Background: an optimization exercise with open tools, aiming at small area, a short achievable clock period and few clock cycles per item. Do not read the settings as production practice. Only simulation tests tie the RTL to the original design; equivalence was not proved. Power and IR drop assume default switching activity.

job 7112:
## add_seq_ctrl
module add_seq_ctrl
#(
    parameter int unsigned N     = add_seq_pkg::ADDSEQ_N,
    parameter int unsigned WORDS = add_seq_pkg::ADDSEQ_WORDS
) (
    input  logic             clk,
    input  logic             rst,
    input  logic             in_valid,
    output logic             in_ready,
    input  logic [N*WORDS-1:0] a,
    input  logic [N*WORDS-1:0] b,
    input  logic             cin,
    input  logic             sub,
    output logic             out_valid,
    input  logic             out_ready,
    output logic [N*WORDS-1:0] sum,
    output logic             cout
);
==> flow/config.mk <==
export PLATFORM = sky130hd
export DESIGN_NAME = add_seq_ctrl
export DESIGN_NICKNAME = add_seq_ctrl
export VERILOG_FILES = /design/flow/design.v
export SDC_FILE = /design/flow/constraint.sdc
export NUM_CORES = 4
export LEC_CHECK = 0
export CAP_MARGIN = 20
export CORE_MARGIN = 2
export CORE_UTILIZATION = 40
export SLEW_MARGIN = 20
==> flow/constraint.sdc <==
create_clock -name core_clock -period 28.0 [get_ports {clk}]
set_input_delay 5.6000 -clock core_clock [delete_from_list [all_inputs] [get_ports {clk}]]
set_output_delay 5.6000 -clock core_clock [all_outputs]
set_load 0.01 [all_outputs]
standard.sh (not shown) runs the stock make flow with config.mk's settings and CLKGATE_MAP_FILE= SYNTH_SCRIPT=/design/flow/synth_recipe.tcl, a recipe that flattens the netlist after the stock synthesis.
==> flow/flow/run.sh <==
#!/bin/bash
# The standard layout (standard.sh), with two changes to how it is made:
#  - ports are buffered with sky130_fd_sc_hd__buf_1 instead of the delay buffer
#    buffer_ports picks by default;
#  - timing repair aims for extra setup slack, so the layout runs faster than
#    the 28 ns the constraints require.
# The constraints (constraint.sdc) are the standard flow's, unchanged. Each tool's log is in
# orfs/logs; this script's own output goes to standard.log.
MARGIN=19
bash standard.sh finish \
  "BUFFER_PORTS_ARGS=-buffer_cell sky130_fd_sc_hd__buf_1" \
  SETUP_SLACK_MARGIN=$MARGIN  "ABC_AREA=1" "DONT_USE_CELLS= sky130_fd_sc_hd__probe_p_8 sky130_fd_sc_hd__probec_p_8 sky130_fd_sc_hd__lpflow_bleeder_1 sky130_fd_sc_hd__lpflow_clkbufkapwr_1 sky130_fd_sc_hd__lpflow_clkbufkapwr_16 sky130_fd_sc_hd__lpflow_clkbufkapwr_2 sky130_fd_sc_hd__lpflow_clkbufkapwr_4 sky130_fd_sc_hd__lpflow_clkbufkapwr_8 sky130_fd_sc_hd__lpflow_clkinvkapwr_1 sky130_fd_sc_hd__lpflow_clkinvkapwr_16 sky130_fd_sc_hd__lpflow_clkinvkapwr_2 sky130_fd_sc_hd__lpflow_clkinvkapwr_4 sky130_fd_sc_hd__lpflow_clkinvkapwr_8 sky130_fd_sc_hd__lpflow_decapkapwr_12 sky130_fd_sc_hd__lpflow_decapkapwr_3 sky130_fd_sc_hd__lpflow_decapkapwr_4 sky130_fd_sc_hd__lpflow_decapkapwr_6 sky130_fd_sc_hd__lpflow_decapkapwr_8 sky130_fd_sc_hd__lpflow_inputiso0n_1 sky130_fd_sc_hd__lpflow_inputiso0p_1 sky130_fd_sc_hd__lpflow_inputiso1n_1 sky130_fd_sc_hd__lpflow_inputiso1p_1 sky130_fd_sc_hd__lpflow_inputisolatch_1 sky130_fd_sc_hd__lpflow_isobufsrc_1 sky130_fd_sc_hd__lpflow_isobufsrc_16 sky130_fd_sc_hd__lpflow_isobufsrc_2 sky130_fd_sc_hd__lpflow_isobufsrc_4 sky130_fd_sc_hd__lpflow_isobufsrc_8 sky130_fd_sc_hd__lpflow_isobufsrckapwr_16 sky130_fd_sc_hd__lpflow_lsbuf_lh_hl_isowell_tap_1 sky130_fd_sc_hd__lpflow_lsbuf_lh_hl_isowell_tap_2 sky130_fd_sc_hd__lpflow_lsbuf_lh_hl_isowell_tap_4 sky130_fd_sc_hd__lpflow_lsbuf_lh_isowell_4 sky130_fd_sc_hd__lpflow_lsbuf_lh_isowell_tap_1 sky130_fd_sc_hd__lpflow_lsbuf_lh_isowell_tap_2 sky130_fd_sc_hd__lpflow_lsbuf_lh_isowell_tap_4  sky130_fd_sc_hd__fa_1 sky130_fd_sc_hd__fa_2 sky130_fd_sc_hd__fa_4" "CORE_UTILIZATION=60" "CTS_CLUSTER_SIZE=24" "CTS_CLUSTER_DIAMETER=90" > standard.log 2>&1
In summary, job 7112 completed successfully, with a layout that passed the timing, design-rule and antenna checks.
Testbench counts of job 7112, summed over its fixed seeds: cycles 1,288, items 1,280.
Here is what was changed in the inputs of job 1849 compared with job 7112.
==> flow/flow/run.sh <==
#!/bin/bash
# The standard layout (standard.sh), with two changes to how it is made:
#  - ports are buffered with sky130_fd_sc_hd__buf_1 instead of the delay buffer
#    buffer_ports picks by default;
#  - timing repair aims for extra setup slack, so the layout runs faster than
#    the 28 ns the constraints require.
# The constraints (constraint.sdc) are the standard flow's, unchanged. Each tool's log is in
# orfs/logs; this script's own output goes to standard.log.
MARGIN=19
bash standard.sh finish \
  "BUFFER_PORTS_ARGS=-buffer_cell sky130_fd_sc_hd__buf_1" \
  SETUP_SLACK_MARGIN=$MARGIN  "ABC_AREA=1" "ADDER_MAP_FILE=" > standard.log 2>&1
==> notes.md <==
- The final layout from job 1849, which completed every stage, passed the timing, design-rule and antenna checks at the end of the flow.
- Where total number of vias is concerned, job 7112 is better than job 1849.
- Share of the clock period used by the worst path in job 1849 is 0.84 points below job 7112.
- Smallest setup slack after layout up 0.24 ns in job 1849 wrt job 7112
- Of job 1849 and job 7112, job 1849 shows the lower global-route usage, with job 7112 above it.
- Job 1849 vs. job 7112: wire length moved up, cell area after placement up 4.4%, fraction of area in registers fell 2.7 points.
- In the metrics for job 1849 and job 7112, the one carrying the higher filler cell count is job 1849.
- Higher cell area after synthesis among job 1849 and job 7112: job 1849
The following lists how job 1462 was set up differently from job 1849:
-- flow/flow/run.sh --
<<< job 1849, line 10
bash standard.sh finish \
  "BUFFER_PORTS_ARGS=-buffer_cell sky130_fd_sc_hd__buf_1" \
  SETUP_SLACK_MARGIN=$MARGIN  "ABC_AREA=1" "ADDER_MAP_FILE=" > standard.log 2>&1
>>> job 1462, line 10
bash standard.sh finish \
  "BUFFER_PORTS_ARGS=-buffer_cell sky130_fd_sc_hd__buf_1" \
  SETUP_SLACK_MARGIN=$MARGIN  "ABC_AREA=1" "DONT_USE_CELLS= sky130_fd_sc_hd__probe_p_8 sky130_fd_sc_hd__probec_p_8 sky130_fd_sc_hd__lpflow_bleeder_1 sky130_fd_sc_hd__lpflow_clkbufkapwr_1 sky130_fd_sc_hd__lpflow_clkbufkapwr_16 sky130_fd_sc_hd__lpflow_clkbufkapwr_2 sky130_fd_sc_hd__lpflow_clkbufkapwr_4 sky130_fd_sc_hd__lpflow_clkbufkapwr_8 sky130_fd_sc_hd__lpflow_clkinvkapwr_1 sky130_fd_sc_hd__lpflow_clkinvkapwr_16 sky130_fd_sc_hd__lpflow_clkinvkapwr_2 sky130_fd_sc_hd__lpflow_clkinvkapwr_4 sky130_fd_sc_hd__lpflow_clkinvkapwr_8 sky130_fd_sc_hd__lpflow_decapkapwr_12 sky130_fd_sc_hd__lpflow_decapkapwr_3 sky130_fd_sc_hd__lpflow_decapkapwr_4 sky130_fd_sc_hd__lpflow_decapkapwr_6 sky130_fd_sc_hd__lpflow_decapkapwr_8 sky130_fd_sc_hd__lpflow_inputiso0n_1 sky130_fd_sc_hd__lpflow_inputiso0p_1 sky130_fd_sc_hd__lpflow_inputiso1n_1 sky130_fd_sc_hd__lpflow_inputiso1p_1 sky130_fd_sc_hd__lpflow_inputisolatch_1 sky130_fd_sc_hd__lpflow_isobufsrc_1 sky130_fd_sc_hd__lpflow_isobufsrc_16 sky130_fd_sc_hd__lpflow_isobufsrc_2 sky130_fd_sc_hd__lpflow_isobufsrc_4 sky130_fd_sc_hd__lpflow_isobufsrc_8 sky130_fd_sc_hd__lpflow_isobufsrckapwr_16 sky130_fd_sc_hd__lpflow_lsbuf_lh_hl_isowell_tap_1 sky130_fd_sc_hd__lpflow_lsbuf_lh_hl_isowell_tap_2 sky130_fd_sc_hd__lpflow_lsbuf_lh_hl_isowell_tap_4 sky130_fd_sc_hd__lpflow_lsbuf_lh_isowell_4 sky130_fd_sc_hd__lpflow_lsbuf_lh_isowell_tap_1 sky130_fd_sc_hd__lpflow_lsbuf_lh_isowell_tap_2 sky130_fd_sc_hd__lpflow_lsbuf_lh_isowell_tap_4  sky130_fd_sc_hd__fa_1 sky130_fd_sc_hd__fa_2 sky130_fd_sc_hd__fa_4" > standard.log 2>&1
Notes after the runs:
- Relative to job 1849, number of signal-net inverters in the final layout has decreased by 80% in job 1462.
- Diff job 1849 -> job 1462: share of the cycle needed by the critical path after routing went up 0.68 points; sequential area share after synthesis went up 2.4 points; net count after synthesis went down 792.
- Job 1462 | status: complete | timing, DRC, antenna: pass
- Synthesized cell count, job 1462 vs job 1849: down by more than a quarter
Relative to job 1462, the following input files were edited for job 7569:
==> flow/flow/run.sh <==
#!/bin/bash
# The standard layout (standard.sh), with two changes to how it is made:
#  - ports are buffered with sky130_fd_sc_hd__buf_1 instead of the delay buffer
#    buffer_ports picks by default;
#  - timing repair aims for extra setup slack, so the layout runs faster than
#    the 28 ns the constraints require.
# The constraints (constraint.sdc) are the standard flow's, unchanged. Each tool's log is in
# orfs/logs; this script's own output goes to standard.log.
MARGIN=19
bash standard.sh finish \
  "BUFFER_PORTS_ARGS=-buffer_cell sky130_fd_sc_hd__buf_1" \
  SETUP_SLACK_MARGIN=$MARGIN  "CORE_UTILIZATION=60" "CTS_BUF_LIST=sky130_fd_sc_hd__clkbuf_4 sky130_fd_sc_hd__clkbuf_8" > standard.log 2>&1
[summary]
Job 7569: all stages complete, timing, DRC and antenna checks passed
In the metrics for job 7569 and job 1462, the one carrying the lower number of antenna violations at the first check in global routing is job 1462.
Job 1462 → job 7569: floorplan core area shrank by 32%; initial cell density of the core grew by 20 points; wire length on met3 grew by 29%.
Average size of a mapped cell: lower on job 1462
Relative to job 1462, the adder-cell share of the synthesized area of job 7569 is higher by 2.7 points.
Job 7569 against job 1462: total power consumption of the routed design rose by 4.2%, logic depth of the worst setup path including buffers fell 13.
Job 1462 reports its slowest stage cell on the critical path as sky130_fd_sc_hd__ha_1 while job 7569 reports sky130_fd_sc_hd__or4_4.

[afterwards: timing with drivers on the ports]
Ports are ideal in the flow. The routed layouts listed here were re-timed in OpenROAD. Step 1 sets driving cells, clkbuf_16 on the clock port and buf_2 on the other inputs (assumed; they add their load-dependent delay and slew). Step 2 moves the port delays by t, midway between the first and last clock arrival at a register: inputs arrive t later, outputs are due t later. That takes back most of the time a late clock gives input paths. Three values: ideal, step 1, step 2; two values: the first two.
| run | t, ns | slack for setup (ns) | clock arrival spread, ns | worst register clock-pin slew, ns | worst data-port slew with drivers (ns) |
|---|---|---|---|---|---|
| job 7112 | 0.661 | 18.994 / 18.921 / 18.260 | 0.028 / 0.028 | 0.10 / 0.10 | 0.18 |
| job 1849 | 0.667 | 19.231 / 19.114 / 18.447 | 0.023 / 0.023 | 0.07 / 0.07 | 0.24 |
| job 1462 | 0.663 | 19.039 / 19.033 / 18.370 | 0.031 / 0.031 | 0.06 / 0.06 | 0.14 |
| job 7569 | 0.748 | 18.534 / 18.314 / 17.566 | 0.043 / 0.043 | 0.07 / 0.07 | 0.32 |
After both steps setup and hold are still met in every run listed. For job 7569, which loses most, drivers alone change the setup slack by -0.220 ns; drivers and shift together by -0.968 ns.
